What follows belongs to an exercise in optimizing a design on an open flow for a short achievable clock period and few clock cycles; a production flow would make more cautious choices. RTL that was checked went through simulation tests only; none was proved equivalent to the original. Function not checked in run 1: the RTL went through the layout flow alone. Power and IR drop assume default switching activity.

===== flow/config.mk =====
export PLATFORM = sky130hd
export DESIGN_NAME = color_key_sprite_run_encoder
export DESIGN_NICKNAME = color_key_sprite_run_encoder
export VERILOG_FILES = /design/flow/design.v
export SDC_FILE = /design/flow/constraint.sdc
export NUM_CORES = 4
export LEC_CHECK = 0
export ABC_CLOCK_PERIOD_IN_PS = 1500
export CAP_MARGIN = 20
export CORE_MARGIN = 2
export CORE_UTILIZATION = 40
export SETUP_SLACK_MARGIN = 3.0
export SLEW_MARGIN = 20
export TNS_END_PERCENT = 100

===== flow/constraint.sdc =====
create_clock -name core_clock -period 5.0 [get_ports {clk}]
set_input_delay 1.0000 -clock core_clock [delete_from_list [all_inputs] [get_ports {clk}]]
set_output_delay 1.0000 -clock core_clock [all_outputs]
set_load 0.01 [all_outputs]

===== flow/run.sh =====
#!/bin/bash
# synth_recipe.tcl (not shown) runs the flow's synth.tcl, then flattens the netlist and writes it again
# the make line also repeats each setting of config.mk as NAME=value (left out here)
make -C /OpenROAD-flow-scripts/flow DESIGN_CONFIG=/design/flow/config.mk WORK_HOME=/design/flow/orfs CLKGATE_MAP_FILE= SYNTH_SCRIPT=/design/flow/synth_recipe.tcl finish

===== flow/design.v =====
package cksre_pkg;
  localparam int DEF_MAX_WIDTH  = 32;
  localparam int DEF_MAX_HEIGHT = 1024;
  localparam int PIX_W      = 16;
  localparam int KEY_W      = 16;
  localparam int CFG_WID_W  = 6;
  localparam int CFG_HGT_W  = 11;
  localparam int CFG_IDX_W  = 2;
  localparam int CFG_DATA_W = 16;
  localparam int KIND_W     = 3;
  localparam int VALUE_W    = 16;
  localparam int ROW_OUT_W  = 10;
  localparam int CMP_W      = 16;
  localparam logic [CFG_IDX_W-1:0] REG_KEY    = 2'd0;
  localparam logic [CFG_IDX_W-1:0] REG_WIDTH  = 2'd1;
  localparam logic [CFG_IDX_W-1:0] REG_HEIGHT = 2'd2;
  localparam logic [KEY_W-1:0]     KEY_RESET    = 16'd0;
  localparam logic [CFG_WID_W-1:0] WIDTH_RESET  = 6'd32;
  localparam logic [CFG_HGT_W-1:0] HEIGHT_RESET = 11'd1024;
  localparam logic [KIND_W-1:0] KIND_LEN   = 3'd0;
  localparam logic [KIND_W-1:0] KIND_COL   = 3'd1;
  localparam logic [KIND_W-1:0] KIND_PIX   = 3'd2;
  localparam logic [KIND_W-1:0] KIND_ROW   = 3'd3;
  localparam logic [KIND_W-1:0] KIND_TOTAL = 3'd4;
  localparam logic [VALUE_W-1:0] INDEX_MAX = 16'hFFFF;
  typedef struct packed {
    logic              accept;
    logic              emit;
    logic [KIND_W-1:0] kind;
    logic              last;
    logic              sprite_end;
  } cmd_t;
  typedef struct packed {
    logic opaque;
    logic row_end;
    logic sprite_end;
    logic run_nonzero;
    logic last_pix;
    logic out_free;
  } sts_t;
endpackage
module cksre_ram #(
  parameter int WIDTH = 16,
  parameter int DEPTH = 32,
  parameter int ADDR_W = (DEPTH > 1) ? $clog2(DEPTH) : 1
) (
  input  logic              clk,
  input  logic              wr_en,
  input  logic [ADDR_W-1:0] wr_addr,
  input  logic [WIDTH-1:0]  wr_data,
  input  logic [ADDR_W-1:0] rd_addr,
  output logic [WIDTH-1:0]  rd_data
);
  logic [WIDTH-1:0] mem [DEPTH];
  always_ff @(posedge clk) begin
    if (wr_en) begin
      mem[wr_addr] <= wr_data;
    end
  end
  assign rd_data = mem[rd_addr];
endmodule
module cksre_ctrl
#(
  parameter int PX_DEPTH = 64,
  parameter int EV_DEPTH = 32,
  parameter int MARGIN   = 6
) (
  input  logic        clk,
  input  logic        rst,
  input  logic        rstq,
  input  logic        px_v,
  input  logic [15:0] px_d,
  input  logic        ev_v,
  input  logic        ev_run,
  input  logic [5:0]  ev_len,
  input  logic [4:0]  ev_col,
  input  logic        ev_row,
  input  logic        ev_tot,
  output logic        in_ready,
  output logic        out_valid,
  input  logic        out_ready,
  output logic [2:0]  word_kind,
  output logic [15:0] word_value,
  output logic        row_empty,
  output logic [9:0]  row_number,
  output logic        last_of_burst
);
  localparam int PA = $clog2(PX_DEPTH);
  localparam int EA = $clog2(EV_DEPTH);
  localparam int EVW = 1 + 6 + 5 + 1 + 1;
  logic [PA-1:0] pwp, prp;
  logic [PA:0]   pcnt;
  logic [15:0]   prd;
  logic          pop_px;
  cksre_ram #(.WIDTH(16), .DEPTH(PX_DEPTH)) u_pf (
    .clk(clk), .wr_en(px_v), .wr_addr(pwp), .wr_data(px_d), .rd_addr(prp), .rd_data(prd)
  );
  logic [EA-1:0]  ewp, erp;
  logic [EA:0]    ecnt;
  logic [EVW-1:0] ewd, erd;
  logic           pop_ev;
  logic           e_run, e_row, e_tot;
  logic [5:0]     e_len;
  logic [4:0]     e_col;
  assign ewd = {ev_run, ev_len, ev_col, ev_row, ev_tot};
  assign {e_run, e_len, e_col, e_row, e_tot} = erd;
  cksre_ram #(.WIDTH(EVW), .DEPTH(EV_DEPTH)) u_ef (
    .clk(clk), .wr_en(ev_v), .wr_addr(ewp), .wr_data(ewd), .rd_addr(erp), .rd_data(erd)
  );
  always_ff @(posedge clk) begin
    if (rstq) begin
      pwp <= '0; prp <= '0; pcnt <= '0;
      ewp <= '0; erp <= '0; ecnt <= '0;
      in_ready <= 1'b0;
    end else begin
      if (px_v) pwp <= pwp + 1'b1;
      if (pop_px) prp <= prp + 1'b1;
      pcnt <= pcnt + {{PA{1'b0}}, px_v} - {{PA{1'b0}}, pop_px};
      if (ev_v) ewp <= ewp + 1'b1;
      if (pop_ev) erp <= erp + 1'b1;
      ecnt <= ecnt + {{EA{1'b0}}, ev_v} - {{EA{1'b0}}, pop_ev};
      in_ready <= (pcnt <= (PA+1)'(PX_DEPTH - MARGIN)) && (ecnt <= (EA+1)'(EV_DEPTH - MARGIN));
    end
  end
  logic        g_busy;
  logic        ph_len, ph_col, ph_pix, ph_row, ph_tot;
  logic [5:0]  cnt;
  logic        cnt1;
  logic        c_row, c_tot;
  logic [5:0]  c_len;
  logic [4:0]  c_col;
  logic [15:0] g_idx;
  logic [9:0]  g_rownum;
  logic [15:0] g_first;
  logic        g_has;
  logic        g_fire, g_last, load;
  logic [2:0]  g_kind;
  logic [15:0] g_value;
  logic        ev_avail;
  logic [1:0]  wwp, wrp;
  logic [2:0]  wcnt;
  logic        w_full;
  logic [30:0] wf [4];
  logic        o_free, o_pop;
  assign ev_avail = (ecnt != '0);
  assign g_last = (ph_pix && cnt1 && !c_row) || (ph_row && !c_tot) || ph_tot;
  assign g_fire = g_busy && !w_full;
  assign load   = ev_avail && (!g_busy || (g_fire && g_last));
  assign pop_ev = load;
  assign pop_px = g_fire && ph_pix;
  always_comb begin
    g_kind  = cksre_pkg::KIND_LEN;
    g_value = 16'({10'd0, c_len});
    if (ph_col) begin
      g_kind  = cksre_pkg::KIND_COL;
      g_value = 16'({11'd0, c_col});
    end
    if (ph_pix) begin
      g_kind  = cksre_pkg::KIND_PIX;
      g_value = prd;
    end
    if (ph_row) begin
      g_kind  = cksre_pkg::KIND_ROW;
      g_value = g_first;
    end
    if (ph_tot) begin
      g_kind  = cksre_pkg::KIND_TOTAL;
      g_value = g_idx;
    end
  end
  always_ff @(posedge clk) begin
    if (rstq) begin
      g_busy <= 1'b0;
      ph_len <= 1'b0; ph_col <= 1'b0; ph_pix <= 1'b0; ph_row <= 1'b0; ph_tot <= 1'b0;
    end else if (load) begin
      g_busy <= 1'b1;
      ph_len <= e_run;
      ph_col <= 1'b0;
      ph_pix <= 1'b0;
      ph_row <= !e_run;
      ph_tot <= 1'b0;
    end else if (g_fire) begin
      if (g_last) g_busy <= 1'b0;
      ph_len <= 1'b0;
      ph_col <= ph_len;
      ph_pix <= ph_col || (ph_pix && !cnt1);
      ph_row <= ph_pix && cnt1 && c_row;
      ph_tot <= ph_row && c_tot;
    end
  end
  always_ff @(posedge clk) begin
    if (load) begin
      c_len <= e_len;
      c_col <= e_col;
      c_row <= e_row;
      c_tot <= e_tot;
      cnt   <= e_len;
      cnt1  <= (e_len == 6'd1);
    end else if (g_fire && ph_pix) begin
      cnt  <= cnt - 6'd1;
      cnt1 <= (cnt == 6'd2);
    end
  end
  always_ff @(posedge clk) begin
    if (rstq) begin
      g_idx    <= '0;
      g_rownum <= '0;
      g_first  <= '0;
      g_has    <= 1'b0;
    end else if (g_fire) begin
      if (ph_tot) begin
        g_idx <= '0;
      end else if ((ph_len || ph_col || ph_pix) && g_idx != cksre_pkg::INDEX_MAX) begin
        g_idx <= g_idx + 16'd1;
      end
      if (ph_len && !g_has) begin
        g_first <= g_idx;
        g_has   <= 1'b1;
      end
      if (ph_row) begin
        g_first  <= '0;
        g_has    <= 1'b0;
        g_rownum <= g_rownum + 10'd1;
      end
      if (ph_tot) begin
        g_rownum <= '0;
      end
    end
  end
  assign o_free = !out_valid || out_ready;
  assign o_pop  = o_free && (wcnt != 3'd0);
  always_ff @(posedge clk) begin
    if (g_fire) begin
      wf[wwp] <= {g_kind, g_value, ph_row && !g_has, ph_row ? g_rownum : 10'd0, g_last};
    end
    if (rstq) begin
      wwp <= '0; wrp <= '0; wcnt <= '0; w_full <= 1'b0;
    end else begin
      if (g_fire) wwp <= wwp + 2'd1;
      if (o_pop) wrp <= wrp + 2'd1;
      wcnt   <= wcnt + {2'd0, g_fire} - {2'd0, o_pop};
      w_full <= (wcnt + {2'd0, g_fire} - {2'd0, o_pop}) == 3'd4;
    end
  end
  always_ff @(posedge clk) begin
    if (rst || rstq) begin
      out_valid <= 1'b0;
    end else if (o_free) begin
      out_valid <= (wcnt != 3'd0);
    end
    if (o_pop) begin
      {word_kind, word_value, row_empty, row_number, last_of_burst} <= wf[wrp];
    end
  end
endmodule
module cksre_dp
#(
  parameter int MAX_WIDTH  = cksre_pkg::DEF_MAX_WIDTH,
  parameter int MAX_HEIGHT = cksre_pkg::DEF_MAX_HEIGHT
) (
  input  logic        clk,
  input  logic        rst,
  input  logic        rstq,
  input  logic        cfg_valid,
  input  logic [1:0]  cfg_index,
  input  logic [15:0] cfg_data,
  input  logic        in_valid,
  input  logic        in_ready,
  input  logic [15:0] pixel,
  output logic        px_v,
  output logic [15:0] px_d,
  output logic        ev_v,
  output logic        ev_run,
  output logic [5:0]  ev_len,
  output logic [4:0]  ev_col,
  output logic        ev_row,
  output logic        ev_tot
);
  logic        s0_pv, s0_cv;
  logic [15:0] s0_pix, s0_cdata;
  logic [1:0]  s0_cidx;
  always_ff @(posedge clk) begin
    s0_pv    <= !rst && in_valid && in_ready;
    s0_cv    <= !rst && cfg_valid;
    s0_pix   <= pixel;
    s0_cdata <= cfg_data;
    s0_cidx  <= cfg_index;
  end
  logic [15:0] key;
  logic        s1_pv, s1_opq, s1_cw, s1_ch;
  logic [15:0] s1_pix;
  logic [4:0]  s1_wl;
  logic [9:0]  s1_hl;
  logic [5:0]  cw;
  logic [10:0] ch;
  assign cw = s0_cdata[5:0];
  assign ch = s0_cdata[10:0];
  always_ff @(posedge clk) begin
    if (rstq) begin
      key   <= cksre_pkg::KEY_RESET;
      s1_pv <= 1'b0;
      s1_cw <= 1'b0;
      s1_ch <= 1'b0;
    end else begin
      if (s0_cv && s0_cidx == cksre_pkg::REG_KEY) key <= s0_cdata;
      s1_pv <= s0_pv;
      s1_cw <= s0_cv && s0_cidx == cksre_pkg::REG_WIDTH;
      s1_ch <= s0_cv && s0_cidx == cksre_pkg::REG_HEIGHT;
    end
    s1_opq <= (s0_pix != key);
    s1_pix <= s0_pix;
    if (cw == 6'd0)        s1_wl <= 5'd0;
    else if (cw >= 6'd32)  s1_wl <= 5'd31;
    else                   s1_wl <= 5'(cw - 6'd1);
    if (ch == 11'd0)         s1_hl <= 10'd0;
    else if (ch >= 11'd1024) s1_hl <= 10'd1023;
    else                     s1_hl <= 10'(ch - 11'd1);
  end
  logic [4:0]  wl;
  logic [9:0]  hl;
  logic [4:0]  col;
  logic [9:0]  row;
  logic        at_re, at_lr;
  logic        run_open;
  logic [5:0]  run_len;
  logic [4:0]  run_col;
  logic        re, se, opq, start, flush;
  logic [5:0]  col_p1;
  logic [10:0] row_p1;
  assign re     = at_re;
  assign se     = at_lr;
  assign opq    = s1_opq;
  assign start  = opq && !run_open;
  assign flush  = opq ? re : run_open;
  assign col_p1 = {1'b0, col} + 6'd1;
  assign row_p1 = {1'b0, row} + 11'd1;
  always_ff @(posedge clk) begin
    if (rstq) begin
      wl        <= 5'd31;
      hl        <= 10'd1023;
      col       <= '0;
      row       <= '0;
      at_re     <= 1'b0;
      at_lr     <= 1'b0;
      run_open  <= 1'b0;
      run_len   <= '0;
      run_col   <= '0;
      px_v      <= 1'b0;
      ev_v      <= 1'b0;
    end else begin
      px_v <= s1_pv && opq;
      ev_v <= s1_pv && (flush || re);
      if (s1_cw) begin
        wl    <= s1_wl;
        at_re <= (col >= s1_wl);
      end
      if (s1_ch) begin
        hl    <= s1_hl;
        at_lr <= (row >= s1_hl);
      end
      if (s1_pv) begin
        if (re) begin
          col      <= '0;
          at_re    <= (wl == 5'd0);
          run_open <= 1'b0;
          run_len  <= '0;
          if (se) begin
            row   <= '0;
            at_lr <= (hl == 10'd0);
          end else begin
            row   <= row_p1[9:0];
            at_lr <= (row_p1 >= {1'b0, hl});
          end
        end else begin
          col      <= col_p1[4:0];
          at_re    <= (col_p1 >= {1'b0, wl});
          run_open <= opq;
          run_len  <= opq ? run_len + 6'd1 : 6'd0;
        end
        if (start) run_col <= col;
      end
    end
    px_d      <= s1_pix;
    ev_run    <= flush;
    ev_len    <= run_len + {5'd0, opq};
    ev_col    <= start ? col : run_col;
    ev_row    <= re;
    ev_tot    <= re && se;
  end
endmodule
module color_key_sprite_run_encoder
#(
  parameter int MAX_WIDTH  = cksre_pkg::DEF_MAX_WIDTH,
  parameter int MAX_HEIGHT = cksre_pkg::DEF_MAX_HEIGHT
) (
  input  logic                  clk,
  input  logic                  rst,
  input  logic                  cfg_valid,
  output logic                  cfg_ready,
  input  logic [cksre_pkg::CFG_IDX_W-1:0]  cfg_index,
  input  logic [cksre_pkg::CFG_DATA_W-1:0] cfg_data,
  input  logic                  in_valid,
  output logic                  in_ready,
  input  logic [cksre_pkg::PIX_W-1:0]      pixel,
  output logic                  out_valid,
  input  logic                  out_ready,
  output logic [cksre_pkg::KIND_W-1:0]     word_kind,
  output logic [cksre_pkg::VALUE_W-1:0]    word_value,
  output logic                  row_empty,
  output logic [cksre_pkg::ROW_OUT_W-1:0]  row_number,
  output logic                  last_of_burst
);
  logic        rstq;
  logic        px_v;
  logic [15:0] px_d;
  logic        ev_v, ev_run, ev_row, ev_tot;
  logic [5:0]  ev_len;
  logic [4:0]  ev_col;
  assign cfg_ready = 1'b1;
  always_ff @(posedge clk) begin
    rstq <= rst;
  end
  cksre_dp #(
    .MAX_WIDTH  (MAX_WIDTH),
    .MAX_HEIGHT (MAX_HEIGHT)
  ) u_dp (
    .clk       (clk),
    .rst       (rst),
    .rstq      (rstq),
    .cfg_valid (cfg_valid),
    .cfg_index (cfg_index),
    .cfg_data  (cfg_data),
    .in_valid  (in_valid),
    .in_ready  (in_ready),
    .pixel     (pixel),
    .px_v      (px_v),
    .px_d      (px_d),
    .ev_v      (ev_v),
    .ev_run    (ev_run),
    .ev_len    (ev_len),
    .ev_col    (ev_col),
    .ev_row    (ev_row),
    .ev_tot    (ev_tot)
  );
  cksre_ctrl u_ctrl (
    .clk           (clk),
    .rst           (rst),
    .rstq          (rstq),
    .px_v          (px_v),
    .px_d          (px_d),
    .ev_v          (ev_v),
    .ev_run        (ev_run),
    .ev_len        (ev_len),
    .ev_col        (ev_col),
    .ev_row        (ev_row),
    .ev_tot        (ev_tot),
    .in_ready      (in_ready),
    .out_valid     (out_valid),
    .out_ready     (out_ready),
    .word_kind     (word_kind),
    .word_value    (word_value),
    .row_empty     (row_empty),
    .row_number    (row_number),
    .last_of_burst (last_of_burst)
  );
endmodule

==> results of run 1 <==
## power breakdown
group | switching [uW] | internal, uW | total, uW
logic | 2500 | 2320 | 4830
clock network | 5970 | 7660 | 13600
registers | 400 | 18100 | 18500
## sequential cells by signal, indices dropped and copies added (netlist names), 16 cells and up, named ones only
name               cells
u_ctrl.word_value     16
u_dp.s0_pix           16
u_dp.px_d             16
u_dp.s1_pix           16
u_ctrl.u_ef.mem      448
u_ctrl.g_first        16
u_dp.s0_cdata         16
u_ctrl.g_idx          16
u_ctrl.wf            124
u_dp.key              16
u_ctrl.u_pf.mem     1024
## layout make-up
type,count,share of cell area (%)
Clock buffer,264,6.01
Clock inverter,87,0.712
Sequential cell,1916,62.0
Tap cell,2464,3.48
Timing Repair Buffer,417,5.55
Multi-Input combinational cell,1715,21.8
Antenna cell,5,0.0141
Inverter,80,0.377
Timing Repair inverter,1,0.00706
## cells by family (layout without fill, tap and decap cells)
kind of cell               Yosys count  in the layout  share of synthesized area [%]
adders and majority gates           80             80                           1.39
AOI/OAI and AO/OA                  423            423                           3.84
xor gates and xnor gates            91             91                           1.08
buffers and inverters              277            849                           1.66
DFF                               1916           1916                           74.6
and+or+nand+nor                    604            606                           3.69
muxes                              514            514                           13.8
other                                1              6                        0.00510
## worst max-delay path by stage
stage,startpoint,end,slack (ns),depth (start not counted)
finish,flop,u_ctrl.wf[3][12],2.07,7
CTS,flop,u_ctrl.wf[1][12],2.08,7
global placement,flop,u_ctrl.wf[2][12],1.33,6
global route,flop,u_ctrl.wf[2][26],2.01,9
floorplan,out_ready,u_ctrl.w_full,1.80,10
detailed placement,flop,u_ctrl.wf[3][12],1.29,6
## routing by layer
layer,GRT usage (%),share of wire [%]
met5,0,0
met4,6.20,2.7
met3,3.63,6.5
met2,29.3,46
met1,27.6,44
## stage by stage
stage,cell area (um2),instances,utilization (%),setup WS (ns)
final,88600,6949,48.5,2.07
after floorplan,74400,3906,-,1.80
after global routing,88600,6946,48.5,2.01
after detailed placement,78100,6371,42.7,1.29
after global placement,78100,6370,42.7,1.33
after CTS,87900,6910,48.1,2.08
## synthesized netlist by cell type, drive strengths merged (4+ instances only)
cell,instances,area share [%]
a221oi,29,0.35
dfxtp,269,7.3
mux4,393,12
nand4,10,0.085
and2,25,0.21
a22o,9,0.11
ha,77,1.3
edfxtp,1647,67
nor4b,4,0.048
o221ai,4,0.048
mux2i,70,0.95
a31oi,5,0.043
a211oi,5,0.051
nand3b,7,0.071
nand2,127,0.65
nor2,279,1.4
nand2b,15,0.13
o2111ai,6,0.071
a22oi,86,0.88
o22ai,23,0.20
a21o,20,0.20
and3,12,0.10
buf,98,0.74
nor3,37,0.25
nand3,39,0.27
xor2,56,0.67
o211ai,39,0.40
o21ai,77,0.52
nor4,11,0.094
a21oi,88,0.60
clkbuf,99,0.51
or3,6,0.051
mux2,51,0.78
o21bai,8,0.082
a41oi,4,0.048
o21a,6,0.061
xnor2,35,0.42
o211a,4,0.054
inv,77,0.39
nor2b,19,0.16
## worst max-delay path, stage by stage (launching register included)
cell,delay (ns)
dfxtp_4,0.45
buf_12,0.18
buf_16,0.14
mux4_2,0.51
mux4_2,0.57
o211a_4,0.31
a211oi_4,0.33
o21ai_2,0.14
## repair_timing
action | 4_1_cts | 5_1_grt
setup buffers | 173 | 34
pin swaps | 122 | 49
gates cloned | 15 | 0
setup endpoints to repair | 1792 | 561
gates resized for setup | 466 | 91
==> results.sh, run 1 <==
export IMPL_status="complete, no violations"
export IMPL_setup_tns_final_ns=0
export IMPL_dieWidth_um=433
export IMPL_start_kind="flop"
export IMPL_syn_area_per_cell_um2=18.8
export IMPL_synth_seq_area_share_pct=74.6
export IMPL_seqCellArea_um2=55000
export IMPL_cts_buffer_depth=3
export IMPL_layout_area_overhead_vs_synth_pct=20.5
export IMPL_drt_pre_antenna_iters=6
export IMPL_worst_slew_pin_slew_ns=0.985
export IMPL_num_fill_cells=14977
export IMPL_worstHoldStart="u_dp.s1_pix[14]"
export IMPL_full_die_area_um2=187000
export IMPL_peakVddDrop_mv=0.292
export IMPL_layout_cells_most_common="edfxtp_1"
export IMPL_first_global_vias=37835
export IMPL_period_minus_slack_ns=2.93
export IMPL_post_drt_via_cell_ratio=5.46
export IMPL_cts_tree="yes"
export IMPL_highest_clock_rate_mhz=342
export IMPL_top_level_ports=73
export IMPL_maxSlewViolCount=0
export IMPL_total_power_uw=36900
export IMPL_hold_class="reg2reg"
export IMPL_cts_root_buffer_cell="clkbuf_16"
export IMPL_finalSetupViolCount=0
export IMPL_number_of_flops_mapped_to_enable_cells_by_yosys=1647
export IMPL_antenna_violating_nets_post_route=0
export IMPL_synth_nets=4025
export IMPL_latest_clock_arrival_within_the_worst_skew_pair_ns=0.83
export IMPL_reg2reg_setup_slack_ns=2.07
export IMPL_regToRegEndpoint="u_ctrl.wf[3][12]"
export IMPL_crit_fanout=6
export IMPL_antenna_found_initial=9
export IMPL_final_min_period_over_clock_period_pct=58.5
export IMPL_post_route_cells_drive_above_1_share_pct=32.1
export IMPL_finClkSkew_ns=0.0295
export IMPL_power_density_nw_per_um2=417
export IMPL_hold_violations=0
export IMPL_min_delay_path_depth=0
export IMPL_multi_input_comb_area_um2=19400
export IMPL_grt_start_max_net_pins=67
export IMPL_worst_setup_hold_path_clk_slew_ns=0.06
export IMPL_fin_worst_hold_slack_ns=0.319
export IMPL_worst_endpoint_required_ns=5.52
export IMPL_route_detailed_drc=0
export IMPL_synthesis_yosys_warnings=5
export IMPL_dr_total_vias=37950
export IMPL_cts_htree_levels=4
export IMPL_synth_main_ff_cell="edfxtp_1"
export IMPL_cts_sink_count=1916
export IMPL_hold_buffers=0
export IMPL_drt_iter0_drcs=4315
export IMPL_dieHeight_um=433
export IMPL_place_gp_congestion=0.818
export IMPL_routed_wirelength_um=179000
export IMPL_global_route_wire_length_before_repair_um=261000
export IMPL_final_cell_mix="1647 x edfxtp_1, 393 x mux4_2, 211 x dfxtp_1"
export IMPL_fin_nets=4444
export IMPL_holdPathEnd="u_dp.px_d[14]"
export IMPL_grt_overflow_total=0
export IMPL_share_of_flip_flops_with_an_asynchronous_set_or_reset_after_synthesis_pct=0
export IMPL_netlist_area_um2=73500
export IMPL_grt_total_usage_pct=19.1
export IMPL_criticalPathCategory="reg2reg"
export IMPL_worstRegToRegCells=7
export IMPL_slew_headroom_pct=34.3
export IMPL_port_buffer_count=71
export IMPL_p_leak_uw=0.0283
export IMPL_synthCells=3906
export IMPL_core_area_um2=183000
export IMPL_ys_types=65
export IMPL_worst_setup_path_end_kind="flop"
export IMPL_grt_setup_unrepaired="yes"
export IMPL_number_of_violations_of_the_max_capacitance_limit=0
export IMPL_drt_wirelength_per_cell_um=25.8
export IMPL_tritoncts_num_buffers=194
export IMPL_effective_utilization_at_floorplan_pct=40.2
export IMPL_timing_critical_path_arrival_ns=3.45
export IMPL_place_hpwl_um=102000
export IMPL_ys_ff_latch=1916
export IMPL_rows=157
==> run 2: changes to the inputs <==
--- a/flow/design.v
+++ b/flow/design.v
@@ -77,3 +77,7 @@
   input  logic        ev_row,
+  input  logic        ev_empty,
+  input  logic [15:0] ev_first,
+  input  logic [9:0]  ev_rownum,
   input  logic        ev_tot,
+  input  logic [15:0] ev_total,
   output logic        in_ready,
@@ -89,3 +93,3 @@
   localparam int EA = $clog2(EV_DEPTH);
-  localparam int EVW = 1 + 6 + 5 + 1 + 1;
+  localparam int EVW = 1 + 6 + 5 + 1 + 1 + 16 + 10 + 1 + 16;
   logic [PA-1:0] pwp, prp;
@@ -101,7 +105,9 @@
   logic           pop_ev;
-  logic           e_run, e_row, e_tot;
+  logic           e_run, e_row, e_empty, e_tot;
   logic [5:0]     e_len;
   logic [4:0]     e_col;
-  assign ewd = {ev_run, ev_len, ev_col, ev_row, ev_tot};
-  assign {e_run, e_len, e_col, e_row, e_tot} = erd;
+  logic [15:0]    e_first, e_total;
+  logic [9:0]     e_rownum;
+  assign ewd = {ev_run, ev_len, ev_col, ev_row, ev_empty, ev_first, ev_rownum, ev_tot, ev_total};
+  assign {e_run, e_len, e_col, e_row, e_empty, e_first, e_rownum, e_tot, e_total} = erd;
   cksre_ram #(.WIDTH(EVW), .DEPTH(EV_DEPTH)) u_ef (
@@ -128,9 +134,7 @@
   logic        cnt1;
-  logic        c_row, c_tot;
+  logic        c_row, c_empty, c_tot;
   logic [5:0]  c_len;
   logic [4:0]  c_col;
-  logic [15:0] g_idx;
-  logic [9:0]  g_rownum;
-  logic [15:0] g_first;
-  logic        g_has;
+  logic [15:0] c_first, c_total;
+  logic [9:0]  c_rownum;
   logic        g_fire, g_last, load;
@@ -163,3 +167,3 @@
       g_kind  = cksre_pkg::KIND_ROW;
-      g_value = g_first;
+      g_value = c_first;
     end
@@ -167,3 +171,3 @@
       g_kind  = cksre_pkg::KIND_TOTAL;
-      g_value = g_idx;
+      g_value = c_total;
     end
@@ -192,8 +196,12 @@
     if (load) begin
-      c_len <= e_len;
-      c_col <= e_col;
-      c_row <= e_row;
-      c_tot <= e_tot;
-      cnt   <= e_len;
-      cnt1  <= (e_len == 6'd1);
+      c_len    <= e_len;
+      c_col    <= e_col;
+      c_row    <= e_row;
+      c_empty  <= e_empty;
+      c_first  <= e_first;
+      c_rownum <= e_rownum;
+      c_tot    <= e_tot;
+      c_total  <= e_total;
+      cnt      <= e_len;
+      cnt1     <= (e_len == 6'd1);
     end else if (g_fire && ph_pix) begin
@@ -203,28 +211,2 @@
   end
-  always_ff @(posedge clk) begin
-    if (rstq) begin
-      g_idx    <= '0;
-      g_rownum <= '0;
-      g_first  <= '0;
-      g_has    <= 1'b0;
-    end else if (g_fire) begin
-      if (ph_tot) begin
-        g_idx <= '0;
-      end else if ((ph_len || ph_col || ph_pix) && g_idx != cksre_pkg::INDEX_MAX) begin
-        g_idx <= g_idx + 16'd1;
-      end
-      if (ph_len && !g_has) begin
-        g_first <= g_idx;
-        g_has   <= 1'b1;
-      end
-      if (ph_row) begin
-        g_first  <= '0;
-        g_has    <= 1'b0;
-        g_rownum <= g_rownum + 10'd1;
-      end
-      if (ph_tot) begin
-        g_rownum <= '0;
-      end
-    end
-  end
   assign o_free = !out_valid || out_ready;
@@ -233,3 +215,3 @@
     if (g_fire) begin
-      wf[wwp] <= {g_kind, g_value, ph_row && !g_has, ph_row ? g_rownum : 10'd0, g_last};
+      wf[wwp] <= {g_kind, g_value, ph_row && c_empty, ph_row ? c_rownum : 10'd0, g_last};
     end
@@ -276,3 +258,7 @@
   output logic        ev_row,
-  output logic        ev_tot
+  output logic        ev_empty,
+  output logic [15:0] ev_first,
+  output logic [9:0]  ev_rownum,
+  output logic        ev_tot,
+  output logic [15:0] ev_total
 );
@@ -326,3 +312,7 @@
   logic [4:0]  run_col;
+  logic        row_open;
+  logic [15:0] row_first;
+  logic [15:0] idx;
   logic        re, se, opq, start, flush;
+  logic [15:0] idx_p1, idx_p3, idx_new;
   logic [5:0]  col_p1;
@@ -334,2 +324,5 @@
   assign flush  = opq ? re : run_open;
+  assign idx_p1 = (idx == 16'hFFFF) ? 16'hFFFF : idx + 16'd1;
+  assign idx_p3 = (idx >= 16'hFFFD) ? 16'hFFFF : idx + 16'd3;
+  assign idx_new = !opq ? idx : (start ? idx_p3 : idx_p1);
   assign col_p1 = {1'b0, col} + 6'd1;
@@ -347,2 +340,5 @@
       run_col   <= '0;
+      row_open  <= 1'b0;
+      row_first <= '0;
+      idx       <= '0;
       px_v      <= 1'b0;
@@ -361,2 +357,3 @@
       if (s1_pv) begin
+        idx <= (re && se) ? 16'd0 : idx_new;
         if (re) begin
@@ -366,2 +363,3 @@
           run_len  <= '0;
+          row_open <= 1'b0;
           if (se) begin
@@ -378,4 +376,8 @@
           run_len  <= opq ? run_len + 6'd1 : 6'd0;
+          if (opq) row_open <= 1'b1;
+        end
+        if (start) begin
+          run_col <= col;
+          if (!row_open) row_first <= idx;
         end
-        if (start) run_col <= col;
       end
@@ -387,3 +389,7 @@
     ev_row    <= re;
+    ev_empty  <= !(row_open || opq);
+    ev_first  <= row_open ? row_first : (opq ? idx : 16'd0);
+    ev_rownum <= row;
     ev_tot    <= re && se;
+    ev_total  <= idx_new;
   end
@@ -415,5 +421,7 @@
   logic [15:0] px_d;
-  logic        ev_v, ev_run, ev_row, ev_tot;
+  logic        ev_v, ev_run, ev_row, ev_empty, ev_tot;
   logic [5:0]  ev_len;
   logic [4:0]  ev_col;
+  logic [15:0] ev_first, ev_total;
+  logic [9:0]  ev_rownum;
   assign cfg_ready = 1'b1;
@@ -442,3 +450,7 @@
     .ev_row    (ev_row),
-    .ev_tot    (ev_tot)
+    .ev_empty  (ev_empty),
+    .ev_first  (ev_first),
+    .ev_rownum (ev_rownum),
+    .ev_tot    (ev_tot),
+    .ev_total  (ev_total)
   );
@@ -455,3 +467,7 @@
     .ev_row        (ev_row),
+    .ev_empty      (ev_empty),
+    .ev_first      (ev_first),
+    .ev_rownum     (ev_rownum),
     .ev_tot        (ev_tot),
+    .ev_total      (ev_total),
     .in_ready      (in_ready),
--- a/flow/config.mk
+++ b/flow/config.mk
@@ -7,3 +7,2 @@
 export LEC_CHECK = 0
-export ABC_CLOCK_PERIOD_IN_PS = 1500
 export CAP_MARGIN = 20
@@ -11,4 +10,2 @@
 export CORE_UTILIZATION = 40
-export SETUP_SLACK_MARGIN = 3.0
 export SLEW_MARGIN = 20
-export TNS_END_PERCENT = 100
==> run 2 against run 1 <==
Clock skew up 0.042 ns. Area after synthesis up 74%. First-iteration DRC count up 56%. Sequential power up 76%. Flip-flop and latch count up 1452. Register-to-register slack worse by 0.72 ns. Critical path depth unchanged. Highest routed layer is now met5. Sequential share of layout area up 5.1 points. Final area up 65%. Worst setup slack worse by 0.72 ns. Non-clock buffer count down 105. Largest power group unchanged.
==> results.sh, run 2 <==
export IMPL_status="complete, no violations"
export IMPL_multi_input_comb_area_um2=28300
export IMPL_number_of_flops_mapped_to_enable_cells_by_yosys=3066
export IMPL_cts_tree="yes"
export IMPL_worst_setup_path_end_kind="flop"
export IMPL_number_of_violations_of_the_max_capacitance_limit=0
export IMPL_cts_buffer_depth=4
export IMPL_drt_iter0_drcs=6742
export IMPL_crit_path_max_incr_delay_ns=0.76
export IMPL_regToRegEndpoint="u_ctrl.wf[0][19]"
export IMPL_worstRegToRegCells=7
export IMPL_dieWidth_um=570
export IMPL_hold_buffers=0
export IMPL_grt_total_usage_pct=19.7
export IMPL_antenna_found_initial=9
export IMPL_cts_repair_resize_count=0
export IMPL_timing_critical_path_arrival_ns=4.27
export IMPL_seqCellArea_um2=98200
export IMPL_routed_wirelength_um=323000
export IMPL_final_cell_mix="3066 x edfxtp_1, 821 x mux4_2, 352 x clkbuf_16"
export IMPL_effective_utilization_at_floorplan_pct=40.2
export IMPL_final_critical_path_setup_slack_ns=1.36
export IMPL_fin_nets=6518
export IMPL_critical_path_cell_chain="nand2b_1 -> a221oi_1 -> o21ai_0 -> o211a_1 -> nor3_1 -> o21ai_1 -> a21oi_1"
export IMPL_crit_fanout=20
export IMPL_num_fill_cells=26217
export IMPL_top_register_by_number_of_flip_flops="u_ctrl.u_ef.mem"
export IMPL_maxSlewViolCount=0
export IMPL_grt_overflow_total=0
export IMPL_netlist_area_um2=128000
export IMPL_slew_headroom_pct=21.1
export IMPL_global_route_wire_length_before_repair_um=460000
export IMPL_layout_cells_most_common="edfxtp_1"
export IMPL_cts_root_buffer_cell="clkbuf_16"
export IMPL_cts_htree_levels=5
export IMPL_place_hpwl_um=183000
export IMPL_synth_nets=6181
export IMPL_syn_area_per_cell_um2=21.1
export IMPL_criticalPathCategory="reg2reg"
export IMPL_pre_cts_ws_ns=1.46
export IMPL_dpl_cell_area_um2=135000
export IMPL_core_area_um2=318000
export IMPL_finClkSkew_ns=0.0720
export IMPL_ys_ff_latch=3368
export IMPL_slowest_stage="a221oi_1"
export IMPL_worst_setup_hold_path_clk_slew_ns=0.06
export IMPL_tritoncts_num_buffers=346
export IMPL_fin_area_um2=146000
export IMPL_post_route_cells_drive_above_1_share_pct=25.9
export IMPL_top_cell_type_s_share_of_synthesized_area_pct=72.0
export IMPL_place_gp_congestion=0.833
export IMPL_worst_slew_pin_slew_ns=1.18
export IMPL_min_delay_path_depth=0
export IMPL_power_density_nw_per_um2=450
export IMPL_worst_endpoint_required_ns=5.63
export IMPL_first_global_vias=62286
export IMPL_route_detailed_drc=0
export IMPL_final_min_period_over_clock_period_pct=72.9
export IMPL_p_leak_uw=0.0458
export IMPL_rows=207
export IMPL_synth_commonest_cells="3066 x edfxtp_1, 821 x mux4_2, 302 x dfxtp_1"
export IMPL_cts_setup_buffers=0
export IMPL_ys_types=69
export IMPL_cts_sink_count=3368
export IMPL_port_buffer_count=71
export IMPL_hold_class="reg2reg"
export IMPL_largest_register_ff_count=1824
export IMPL_finalSetupViolCount=0
export IMPL_drt_wirelength_per_cell_um=29.7
export IMPL_synthesis_yosys_warnings=5
export IMPL_setup_tns_final_ns=0
export IMPL_reg2reg_setup_slack_ns=1.36
export IMPL_post_drt_via_cell_ratio=5.69
export IMPL_post_synth_main_area_contributors="edfxtp_1 72%, mux4_2 14%, dfxtp_1 4.7%"
export IMPL_synth_main_ff_cell="edfxtp_1"
export IMPL_latest_clock_arrival_within_the_worst_skew_pair_ns=0.89
export IMPL_dieHeight_um=570
export IMPL_layout_area_overhead_vs_synth_pct=14.3
export IMPL_grt_setup_unrepaired="no"
export IMPL_start_kind="flop"
export IMPL_post_synth_top_count_cell="edfxtp_1"
export IMPL_top_level_ports=73
export IMPL_full_die_area_um2=324000
export IMPL_share_of_flip_flops_with_an_asynchronous_set_or_reset_after_synthesis_pct=0
export IMPL_worst_setup_path_endpoint="u_ctrl.wf[0][19]"
export IMPL_cell_type_with_the_highest_aggregate_area_in_the_netlist="edfxtp_1"
export IMPL_hold_violations=0
export IMPL_fin_worst_hold_slack_ns=0.327
export IMPL_highest_clock_rate_mhz=274
export IMPL_synth_seq_area_share_pct=76.7
export IMPL_antenna_violating_nets_post_route=0
export IMPL_period_minus_slack_ns=3.64
export IMPL_reg_top3="u_ctrl.u_ef.mem: 1824 flops, u_ctrl.u_pf.mem: 1024 flops, u_ctrl.wf: 124 flops"
export IMPL_peakVddDrop_mv=0.349
export IMPL_drt_pre_antenna_iters=6
export IMPL_dr_total_vias=61838
export IMPL_synthCells=6061
export IMPL_grt_start_max_net_pins=83
==> run 2: cell types whose count changed after synthesis, sizes merged, moves of 35 or more <==
| cell | change |
|---|---|
| clkbuf | +82 |
| mux4 | +428 |
| buf | +44 |
| nand2 | +86 |
| edfxtp | +1419 |
| nor2 | -37 |
| mux2 | +35 |
| a21oi | +48 |
==> run 2: cell families after synthesis <==
family / after synthesis / synth area share [%]
buffers and inverters: 407 / 1.42
XOR/XNOR: 80 / 0.548
multiplexers: 978 / 15.8
AO/OA/AOI/OAI: 467 / 2.38
flip-flops: 3368 / 76.7
adder cells (fa/ha/maj): 83 / 0.825
AND/OR/NAND/NOR: 677 / 2.39
other: 1 / 0.00293
==> run 2: metrics by stage <==
step | utilization, % | power [uW] | instances
2_1_floorplan | - | 38400 | 6061
3_3_place_gp | 42.4 | 41400 | 10219
3_5_place_dp | 42.5 | 41500 | 10230
4_1_cts | 46.0 | 66500 | 10856
5_1_grt | 46.0 | 68000 | 10857
6_report | 46.0 | 65900 | 10865
==> run 2: worst min-delay path by stage <==
stage	to	from
2_1_floorplan	u_dp.px_d[0]	u_dp.s1_pix[0]
3_3_place_gp	u_dp.px_d[6]	u_dp.s1_pix[6]
3_5_place_dp	u_dp.px_d[9]	u_dp.s1_pix[9]
4_1_cts	u_dp.px_d[9]	u_dp.s1_pix[9]
5_1_grt	u_dp.px_d[10]	u_dp.s1_pix[10]
6_report	u_dp.px_d[7]	u_dp.s1_pix[7]
==> run 2: area by class of cell <==
type                            count  share of cell area (%)
Antenna cell                        9                  0.0154
Clock buffer                      456                    6.47
Clock inverter                    170                    1.05
Inverter                           84                   0.217
Multi-Input combinational cell   2286                    19.4
Sequential cell                  3368                    67.1
Tap cell                         4180                    3.58
Timing Repair Buffer              312                    2.19
==> run 2: where the power goes <==
group | switching, uW | internal, uW | total, uW | leakage, uW
logic | 4060 | 4070 | 8130 | 0.00970
registers | 964 | 31700 | 32600 | 0.0307
clock network | 10600 | 14400 | 25100 | 0.00542
total | 15700 | 50200 | 65900 | 0.0458
==> run 2: layer usage <==
metal,vias up,global-route usage [%],part of all wire [%]
met5,-,0,0.0084
met3,482,3.02,6.4
met4,4,5.81,3.0
li1,25630,-,-
met2,2313,32.5,49
met1,33409,27.1,41
==> run 2: critical path, delay by kind of cell (launching register included) <==
family / cells / cell delay [ns]
AO/OA/AOI/OAI: 5 / 1.66
flip-flops: 1 / 0.54
AND/OR/NAND/NOR: 2 / 1.17
Testbench counts of run 2, summed over its fixed seeds: cycles 50,761.

port drivers added, routing unchanged:
How much do the figures lean on ideal ports? The routed layouts below were timed once more, with nothing changed but the port constraints.
Step 1 sets driving cells, clkbuf_16 on the clock port and buf_2 on the other inputs (assumed; they add their load-dependent delay and slew).
Step 2 times the ports against the registers' clock, not the clock port: input delays grow and output delays shrink by t, the midpoint of the rising clock arrivals with the driver on.
Three values: no drivers, after step 1, after step 2; two values: the first two.
| run | shift t [ns] | setup slack, ns | cell pins on the clock port's net |
|---|---|---|---|
| run 1 | 0.892 | 2.075 / 2.075 / 1.990 | 1 |
| run 2 | 0.944 | 1.357 / 1.357 / 1.357 | 1 |
After both steps every run listed still meets setup and hold. For run 1, which loses most, drivers alone change the setup slack by 0.000 ns; drivers and shift together by -0.085 ns.
